From an optimization exercise on the open Yosys and OpenROAD flow, aimed at small area, a short achievable clock period and few clock cycles per item; shortcuts taken in it are not production practice. Function was checked by simulation only, so behaviour that the tests miss may differ from the original. Power and IR drop assume default switching activity.

==> flow/design.v (excerpt) <==
module date_text_to_day_number (
    input  wire logic   i_clk,
    input  wire logic   i_rst_n,
    input  wire logic          i_char_valid,
    output logic               o_char_ready,
    input  wire logic [7:0]    i_char_code,
    input  wire logic          i_char_last,
    output logic               o_day_valid,
    input  wire logic          i_day_ready,
    output logic [21:0]        o_day_number,
    output logic               o_day_status
);
Size: roughly 670 cells after synthesis, roughly 0.0053 sq mm of cells after synthesis.
==> flow/config.mk <==
export PLATFORM = sky130hd
export DESIGN_NAME = date_text_to_day_number
export DESIGN_NICKNAME = date_text_to_day_number
export VERILOG_FILES = /design/flow/design.v
export SDC_FILE = /design/flow/constraint.sdc
export NUM_CORES = 4
export LEC_CHECK = 0
export ABC_CLOCK_PERIOD_IN_PS = 2600
export CAP_MARGIN = 20
export CORE_MARGIN = 2
export CORE_UTILIZATION = 40
export CTS_BUF_LIST = sky130_fd_sc_hd__clkbuf_4 sky130_fd_sc_hd__clkbuf_8
export SETUP_SLACK_MARGIN = 4.7
export SLEW_MARGIN = 20
==> flow/constraint.sdc <==
create_clock -name core_clock -period 7.5 [get_ports {i_clk}]
set_input_delay 1.5000 -clock core_clock [delete_from_list [all_inputs] [get_ports {i_clk}]]
set_output_delay 1.5000 -clock core_clock [all_outputs]
set_load 0.01 [all_outputs]
standard.sh (not shown) runs the stock make flow with config.mk's settings and CLKGATE_MAP_FILE= SYNTH_SCRIPT=/design/flow/synth_recipe.tcl, a recipe that flattens the netlist after the stock synthesis.
==> flow/flow/run.sh <==
#!/bin/bash
# The standard layout (the standard.sh: ORFS synthesis through finish),
# with one change: the buffers that placement puts on the input and output
# ports are buf_2 cells instead of ORFS's default choice for sky130hd, a slow
# delay cell (clkdlybuf4s50_1). Every port still gets its own buffer.
# The make output goes to flow_make.log; ORFS keeps each step's log under
# orfs/logs/.
set -euo pipefail
export BUFFER_PORTS_ARGS="-buffer_cell sky130_fd_sc_hd__buf_2"
bash standard.sh finish > flow_make.log 2>&1
The baseline ran to the end with no violations.
Testbench counts at the start, summed over its fixed seeds: cycles 28,567, items 3,200.
Rerun with:
==> flow/flow/run.sh (replaced) <==
#!/bin/bash
# The standard layout (the standard.sh: ORFS synthesis through finish),
# with two changes:
# - the buffers that placement puts on the input and output ports are buf_2
#   cells instead of ORFS's default choice for sky130hd, a slow delay cell
#   (clkdlybuf4s50_1); every port still gets its own buffer;
# - clock tree synthesis uses clkbuf_4/clkbuf_8 and adds no dummy loads
#   (ORFS's own arguments otherwise).
# The make output goes to flow_make.log; ORFS keeps each step's log under
# orfs/logs/.
set -euo pipefail
export BUFFER_PORTS_ARGS="-buffer_cell sky130_fd_sc_hd__buf_2"
export CTS_ARGS="-sink_clustering_enable -repair_clock_nets -buf_list {sky130_fd_sc_hd__clkbuf_4 sky130_fd_sc_hd__clkbuf_8} -dont_use_dummy_load"
bash standard.sh finish > flow_make.log 2>&1
ABC_CLOCK_PERIOD_IN_PS = 2800   (was 2600)
SETUP_SLACK_MARGIN = 4.5   (was 4.7)
Critical path depth does not change.
Clock power falls by 28%.
Via count falls by 2.4%.
Synthesized cell count stays the same.
Routed wire length falls by 2.9%.
Die area is unchanged.
Clock skew rises by 0.0098 ns.
Maximum frequency falls by 0.32%.
Synthesized area does not change.
Non-clock buffer count falls by 14.
Clock-buffer cell count falls by 1.

== v6 ==
Another version of the RTL of date_text_to_day_number (not shown whole).
Size: roughly 68 flip-flops.
// date_text_to_day_number
module date_text_to_day_number (
    input  wire logic   i_clk,
    input  wire logic   i_rst_n,
    input  wire logic          i_char_valid,
    output logic               o_char_ready,
    input  wire logic [7:0]    i_char_code,
    input  wire logic          i_char_last,
    output logic               o_day_valid,
    input  wire logic          i_day_ready,
    output logic [21:0]        o_day_number,
    output logic               o_day_status
);
export LEC_CHECK = 0
export ABC_CLOCK_PERIOD_IN_PS = 2800
export CAP_MARGIN = 20
export CORE_MARGIN = 2
export CORE_UTILIZATION = 40
export CTS_BUF_LIST = sky130_fd_sc_hd__clkbuf_4 sky130_fd_sc_hd__clkbuf_8
export SETUP_SLACK_MARGIN = 4.7
export SLEW_MARGIN = 20
create_clock -name core_clock -period 7.5 [get_ports {i_clk}]
==> flow/flow/run.sh <==
#!/bin/bash
# The standard layout (the standard.sh: ORFS synthesis through finish),
# with two changes:
# - the buffers that placement puts on the input and output ports are buf_2
#   cells instead of ORFS's default choice for sky130hd, a slow delay cell
#   (clkdlybuf4s50_1); every port still gets its own buffer;
# - clock tree synthesis uses clkbuf_4/clkbuf_8 and adds no dummy loads
#   (ORFS's own arguments otherwise).
# The make output goes to flow_make.log; ORFS keeps each step's log under
# orfs/logs/.
set -euo pipefail
export BUFFER_PORTS_ARGS="-buffer_cell sky130_fd_sc_hd__buf_2"
export CTS_ARGS="-sink_clustering_enable -repair_clock_nets -buf_list {sky130_fd_sc_hd__clkbuf_4 sky130_fd_sc_hd__clkbuf_8} -dont_use_dummy_load"
bash standard.sh finish > flow_make.log 2>&1
In summary, v6 completed successfully, with a layout that passed the timing, DRC and antenna checks.
Testbench counts of v6, summed over its fixed seeds: cycles 28,567, items 3,200.
Input changes introduced in v36 (baseline for comparison: v6):
Settings: an added TNS_END_PERCENT of 20; an added PLACE_DENSITY of 0.4.
==> summary.txt <==
- Both conditions hold for v36: the flow ran to the end and the final layout passed the timing, DRC and antenna checks.
- Taking v6 as the reference point, the worst setup slack of v36 rises by 0.093 ns.
- Final cell area: v36 above v6
- NOTE met1 layer wirelength in the final routing v6->v36 increased by a few percent
- v6 ended up with r_acc[5] as its endpoint of the most critical setup path; v36 ended up with r_acc[4].
- Final hold slack of v6 is on par with v36.
- Compared to v6, v36 has post-route minimum period 0.093 ns lower.
- Compared v36 vs v6, and global-route track usage on met2 is up in v36.
- Routing usage on met1 is lower on v6
- Compared with v6, v36 shows a higher routed wire length.
- Across both runs, internal power of the cells was higher for v36 than for v6.
- In the reports for v6 and v36, the larger via count belongs to v6.
## Diff of input files: v40 against v36
Settings: TNS_END_PERCENT: 20 -> unset; SETUP_SLACK_MARGIN: 4.7 -> 4.85.
Results
- On detailed-routed wire length on met2, the higher figure sits with v40, not v36.
- On count of TritonRoute iterations in the first routing pass: between v40 and v36, it ends up lower for v40.
- | post-CTS setup-driven buffer insertion count | v40 vs v36 | 24% higher |
- The global-route usage on v40 is in line with that on v36.
- Power density over the cells for v40 is lower than for v36.
- On clock-pin slew on the worst setup and hold paths, v40 and v36 are basically level.
- Compared with v36, in v40 utilization shows an increase of 3.3 points; setup slack now sits at about the same level.
diff inputs: v40 => v27
Settings: a change of SLEW_MARGIN from 20 to 5; a change of CAP_MARGIN from 20 to 5; a change of SETUP_SLACK_MARGIN from 4.85 to 4.7.
==> summary.txt <==
Compared with v40, in v27 total chip power shows a reduction of 0.0055 mW, power density over the cells shows an increase of 6.6 nW/µm², global-route usage shows no meaningful change. v27 and v40 ended up with roughly the same cell area reported after detailed placement.

re-timing with driven ports:
The flow's constraints put no driver on any port. The routed layouts listed below were extracted and timed again, unchanged, in two steps.
Step 1 (the two cells are an assumption about what drives the block):
set clk [get_ports {i_clk}]
set_driving_cell -lib_cell sky130_fd_sc_hd__clkbuf_16 $clk
set_driving_cell -lib_cell sky130_fd_sc_hd__buf_2 [delete_from_list [all_inputs] $clk]
Step 2 adds t to the input delays and takes it off the output delays; t is the mean of the earliest and latest rising clock arrival at the registers after step 1. Input paths then give back, and output paths get back, about the clock's delay inside the block.
a / b / c = ideal ports / drivers / drivers and shift; a / b = the first two.
run | t, ns | slack for setup (ns) | latest minus earliest clock arrival (ns)
the first run of note 1 | 0.396 | 4.402 / 4.402 / 4.402 | 0.013 / 0.012
the second run of note 1 | 0.388 | 4.392 / 4.392 / 4.392 | 0.022 / 0.022
v6 | 0.392 | 4.681 / 4.681 / 4.555 | 0.019 / 0.020
v36 | 0.397 | 4.774 / 4.774 / 4.456 | 0.018 / 0.018
v40 | 0.388 | 4.774 / 4.774 / 4.655 | 0.024 / 0.023
v27 | 0.400 | 4.793 / 4.793 / 4.608 | 0.017 / 0.017
After both steps setup and hold are still met in every run listed. The setup slack of v36, which loses most, moves by 0.000 ns with the drivers and by -0.318 ns with both steps.
